What follows belongs to an exercise in optimizing a design on an open flow for a short achievable clock period and few clock cycles; a production flow would make more cautious choices.
In this exercise RTL edits were held to simulation tests only and were not proved equivalent to the original.
Power is estimated from default activity; no workload was simulated.

==> flow/design.v (outline; a module is shown in full before it is edited, if it fits) <==
// module move_entry: 152 lines
// module board_keeper: 1068 lines
// module score_board: 57 lines
// module game_top: 71 lines
module game_top #(
	parameter int hold_cycles        = 1,   
	parameter int error_phase_cycles = 2,   
	parameter int win_phase_cycles   = 4    
)
(
	input  logic             clock_builtin_50MHZ,
	input  logic             reset,
	input  logic             not_logic_0,
	input  logic             not_logic_1,
	input  logic             not_activity,
	output logic [7:0]       in_shift_reg,
	output game_pkg::digit_t move_count_tens,
	output game_pkg::digit_t move_count_ones,
	output game_pkg::digit_t win_count_tens,
	output game_pkg::digit_t win_count_ones,
	output game_pkg::coord_t last_x,
	output game_pkg::coord_t last_y
);
  // ...
==> flow/flow/run.sh <==
#!/bin/bash
# The standard layout (standard.sh), with cell sizing free to change a cell's
# footprint and the port buffers made from buf_4 instead of the smallest buffer.
set -euo pipefail
extra='MATCH_CELL_FOOTPRINT=0 "BUFFER_PORTS_ARGS=-buffer_cell sky130_fd_sc_hd__buf_4"'
sed -e "s|\"\${@:-finish}\"|$extra \"\${@:-finish}\"|" standard.sh > standard_mod.sh
grep -q MATCH_CELL_FOOTPRINT=0 standard_mod.sh
bash standard_mod.sh finish > flow_make.log 2>&1
==> flow/standard.sh <==
#!/bin/bash
# synth_recipe.tcl (not shown) runs the flow's synth.tcl, then flattens the netlist and writes it again
# the make line also repeats each setting of config.mk as NAME=value (left out here)
make -C /OpenROAD-flow-scripts/flow DESIGN_CONFIG=/design/flow/config.mk WORK_HOME=/design/flow/orfs CLKGATE_MAP_FILE= SYNTH_SCRIPT=/design/flow/synth_recipe.tcl "${@:-finish}"
==> flow/config.mk <==
export PLATFORM = sky130hd
export DESIGN_NAME = game_top
export DESIGN_NICKNAME = game_top
export VERILOG_FILES = /design/flow/design.v
export SDC_FILE = /design/flow/constraint.sdc
export NUM_CORES = 4
export LEC_CHECK = 0
export ABC_CLOCK_PERIOD_IN_PS = 2000
export CAP_MARGIN = 20
export CORE_MARGIN = 2
export CORE_UTILIZATION = 25
export PLACE_DENSITY = 0.4
export SETUP_SLACK_MARGIN = 5
export SLEW_MARGIN = 20
export TNS_END_PERCENT = 100
==> flow/constraint.sdc <==
create_clock -name core_clock -period 8.0 [get_ports {clock_builtin_50MHZ}]
set_input_delay 1.6000 -clock core_clock [delete_from_list [all_inputs] [get_ports {clock_builtin_50MHZ}]]
set_output_delay 1.6000 -clock core_clock [all_outputs]
set_load 0.01 [all_outputs]
==> metrics.md, run 1 <==
| Metric | Value |
|---|---|
| Outcome | timing/DRC/antenna clean |
| Prevailing post-synth register cell | dfxtp_1 |
| CTS Root Cell | clkbuf_16 |
| Multiplexer share of the synthesized area | 0.0131 |
| Crit path DAT | 1.33 ns |
| Crit. End Element | primary output |
| Synthesized instance count | 1963 |
| Grt met2 use | 0.360 |
| Fmax | 0.342 GHz |
| Crit path buffers/inverters | 1 |
| Routed length on met2 | 31300 um |
| Worst-path maximum fanout | 10 |
| Critical Path Source | u_entry.in_shift_reg[0] |
| Combinational group share of total power | 0.059 |
| Die Y-Extent | 246 um |
| Most instantiated library cell after synthesis | dfxtp_1 |
| Regs by FF count | u_board.grid: 100 flops, u_board.win_at: 100 flops |
| Seq. cell area | 5880 sq um |
| Worst vdd ir | 113 uV |
| Largest net degree at the start of global routing | 101 |
| DR iter-0 viols | 2240 |
| Routed WL per cell | 27.3 um |
| Setup Skew | 0.0253 ns |
| Leak | 6.02 nW |
| Syn Nets | 1972 |
| Post-synthesis xor/xnor area fraction | 0.00538 |
| DP Area | 15300 sq um |
| Worst-margin pin slew | 1.19 ns |
| Setup TNS | 0 ns |
| Net Sw Frac | 0.260 |
Testbench counts, summed over its fixed seeds: cycles 65,736.
==> run 2: changes to the inputs <==
==> flow/flow/run.sh (replaced) <==
#!/bin/bash
set -euo pipefail
extra='MATCH_CELL_FOOTPRINT=0 "BUFFER_PORTS_ARGS=-buffer_cell sky130_fd_sc_hd__buf_4"'
sed -e "s|\"\${@:-finish}\"|$extra \"\${@:-finish}\"|" \
    -e "s|SETUP_SLACK_MARGIN=[0-9.]*|SETUP_SLACK_MARGIN=6|" standard.sh > standard_mod.sh
grep -q MATCH_CELL_FOOTPRINT=0 standard_mod.sh
grep -q SETUP_SLACK_MARGIN=6 standard_mod.sh
bash standard_mod.sh finish > flow_make.log 2>&1
==> metrics.md, run 2 <==
| Metric | Value |
|---|---|
| Placed cell count | 2573 |
| DP Area | 15400 sq um (+0.32%) |
| Die area | 60600 sq um |
| Regs by FF count | u_board.grid: 100 flops, u_board.win_at: 100 flops |
| Outcome | timing/DRC/antenna clean |
| Prevailing post-synth register cell | dfxtp_1 |
| Layout Cells excl Fill | 2701 |
| Clk pwr share | 0.491 |
| Area share of the largest cell type after synthesis | 0.400 |
| CTS Buf Count | 37 |
| Post-DP HPWL | 43900 um |
| Most instantiated library cell after synthesis | dfxtp_1 |
| Dominant cells by area after synthesis | dfxtp_1, nand2_1, nor2_1, a21oi_1, nand3_1 |
| Design Area, Final | 18100 sq um |
| Vias | 16000 |
| Vias in the first global route | 15300 |
| HP Start | u_board.grid_ok2 |
| Ys Warns | 3 |
| Nets | 1916 |
| Yosys reg bits | 293 |
| Routed WL per cell | 27.5 um (+0.91%) |
| Post-synthesis sequential area ratio | 0.400 |
| First-pass GRT wire length | 109000 um |
| Final Max Slew Viols | 0 |
| CP Class | register to primary output |
| Worst vdd ir | 144 uV (+28%) |
| Largest net degree at the start of global routing | 39 (-61%) |
| Proportion of layout cells with a drive suffix above 1 | 0.169 |
| Critical path's slowest cell | dfxtp_4 |
| Post-synth top area cell | dfxtp_1 |
| Crit path time final | 2.64 ns |
| Starting Density | 0.254 |
| Vias per Instance | 5.91 |
| Layout area overhead | 23.2% |
| H-tree depth | 2 |
| Final setup violating endpoints | 0 |
| Worst-path maximum fanout | 6 (-4) |
| Crit path DAT | 1.04 ns (-0.29 ns) |
| Clock slew at reported path FFs | 0.06 ns |
| Slowest cell delay on critical path | 0.36 ns |
| Crit path cell chain | buf_6 |
| Int Pwr | 0.00265 W |
| Worst hold path endpoint | u_board.grid_ok3 |
| Crit. End Element | primary output |
| Asr flop ratio synth | 0 |
| CTS Sinks | 293 |
| R2R Setup Slk | 5.57 ns |
| DRT antenna net count | 0 |
| Reg-to-Reg End | u_score.last_x[0] |
| R2R cell count | 6 |
| Fmax | 0.379 GHz (+11%) |
| Synth top cells by count | dfxtp_1, nand2_1, nor2_1, clkbuf_1, a21oi_1 |
| Post-Synthesis Cell Area | 14700 sq um |
| Gpl congestion | 0.865 |
| Reg-to-Reg Start | u_entry.state[3] |
| Most frequent cells in the layout | nand2_1, dfxtp_1, nor2_1, a21oi_1, nand3_1 |
| Die Y-Extent | 246 um (unchanged) |
| Total Power | 0.00361 W |
| Die W | 246 um |
| Setup Skew | 0.0290 ns (+0.00368 ns) |
| Drt pass-1 iters | 10 |
| Syn Nets | 1972 (unchanged) |
| Leak | 6.53 nW (+8.5%) |
| CTS Root Cell | clkbuf_16 |
| Worst-margin pin slew | 1.13 ns (-0.0582 ns) |
| Final period utilization | 0.330 |
| Port Buf Inserts | 36 |
| Unique masters post-synth | 64 |
| Grt total ovfl | 0 |
| Worst hold path type | register to register |
| Most common cell after layout, fill and taps aside | nand2_1 |
| I/O pins | 37 |
| CP Data Required Time | 6.40 ns |
| Switching power | 0.000957 W |
| Final WL | 74300 um |
| Clock buffer depth | 3 |
| Post-synth EDFFs | 0 |
| Combinational group share of total power | 0.082 (+0.023) |
| CP delay by family, top | flip-flops |
| Area of the core | 57800 sq um |
| Fin. Hold Viols | 0 |
| Setup TNS | 0 ns (unchanged) |
| Worst-skew pair later-pin latency | 0.58 ns |
| Slew HR | 0.246 |
| RSZ-0062 raised after global routing | yes |
| Seq pwr share | 0.427 |
| Synthesized instance count | 1963 (unchanged) |
| Cell Rows | 88 |
| Initial antenna violation count | 3 |
| Net Sw Frac | 0.265 (+0.00577) |
| Crit path buffers/inverters | 1 (unchanged) |
| Hold depth | 1 |
| Post-route DRC | 0 |
| Avg Inst Size Synth | 7.47 sq um |
| Critical Path Source | u_score.move_count_ones[3] |
| Cell Pwr Density | 200 nW/um^2 |
| DR iter-0 viols | 2072 (-7.5%) |
| CTS tree | built |
| Tot GR Track Use | 0.240 |
| Startpoint Class | register |
| Max Cap Viol | 0 |
==> run 2: cell counts after synthesis <==
Identical to the previous run, type by type.
==> run 2: per-layer routing <==
layer | track usage | vias to the layer above | wire length (um)
met5 | 0 | - | 36
met4 | 0.0886 | 2 | 2570
met3 | 0.0574 | 205 | 7680
met2 | 0.363 | 952 | 32000
met1 | 0.330 | 7818 | 32000
li1 | - | 6985 | -
==> run 2: worst max-delay path by stage <==
stage                              endpoint  slack (ns)  depth (start not counted)
floorplan           u_entry.in_shift_reg[0]        5.06                          6
global placement          u_score.last_y[3]        4.46                          6
detailed placement        u_score.last_x[1]        4.45                          6
CTS                      move_count_ones[3]        5.34                          1
global route             move_count_ones[3]        5.33                          1
finish                   move_count_ones[3]        5.36                          1
==> run 2: cell type report <==
class	instances	area, sq um
sequential	293	5950
tap	765	957
antenna	2	5.00
fill	6144	39700
inverter	21	78.8
clock buffer	55	1140
clock inverter	11	144
timing repair buffer	137	1360
multi-input combinational	1417	8410
==> run 2: stage by stage <==
step / util / hold slack [ns] / setup WS (ns)
floorplan: - / 0.406 / 5.06
global placement: 0.266 / 0.418 / 4.46
detailed placement: 0.266 / 0.412 / 4.45
CTS: 0.307 / 0.420 / 5.34
global route: 0.312 / 0.433 / 5.33
finish: 0.312 / 0.423 / 5.36
==> run 2: power groups by stage <==
stage | clock (W) | combinational, W | sequential, W
2_1_floorplan | 0 | 0.000145 | 0.00154
5_1_grt | 0.00187 | 0.000311 | 0.00154
3_3_place_gp | 0 | 0.000195 | 0.00159
3_5_place_dp | 0 | 0.000195 | 0.00159
6_report | 0.00177 | 0.000295 | 0.00154
4_1_cts | 0.00181 | 0.000273 | 0.00154
==> run 2: repair_timing <==
action	4_1_cts	5_1_grt
endpoints found under the setup margin	178	94
resized for setup	164	42
pin swaps	42	21
setup buffers	43	13
gates cloned	3	1
hold buffers	0	0
==> run 2: logic make-up after synthesis <==
family	count (synthesis)	synth area share
flops	293	0.400
compound gates	583	0.266
buf+inv	255	0.0665
xor+xnor	9	0.00538
fa+ha+maj	4	0.00341
simple gates	800	0.245
mux	19	0.0131

==> port drivers added, routing unchanged <==
In the flow no input, the clock included, has a driving cell. The finished layouts below were timed again as built, in two steps.
Step 1: set_driving_cell puts a clkbuf_16 on clock_builtin_50MHZ and a buf_2 on each other input, an assumption about the parent block.
Step 2 moves the port delays by t, midway between the first and last clock arrival at a register: inputs arrive t later, outputs are due t later. That takes back most of the time a late clock gives input paths.
a / b / c = ideal ports / drivers / drivers and shift; a / b = the first two.
run	t (ns)	setup WS [ns]	worst setup path at the end	worst slew at a driven data input, ns	pins driven straight from the clock port
run 1	0.611	5.075 / 5.017 / 4.663	input to register	0.03	1
run 2	0.623	5.358 / 5.299 / 4.861	input to register	0.19	1
After both steps every run listed still meets setup and hold. The setup slack of run 2, which loses most, moves by -0.059 ns with the drivers and by -0.497 ns with both steps.
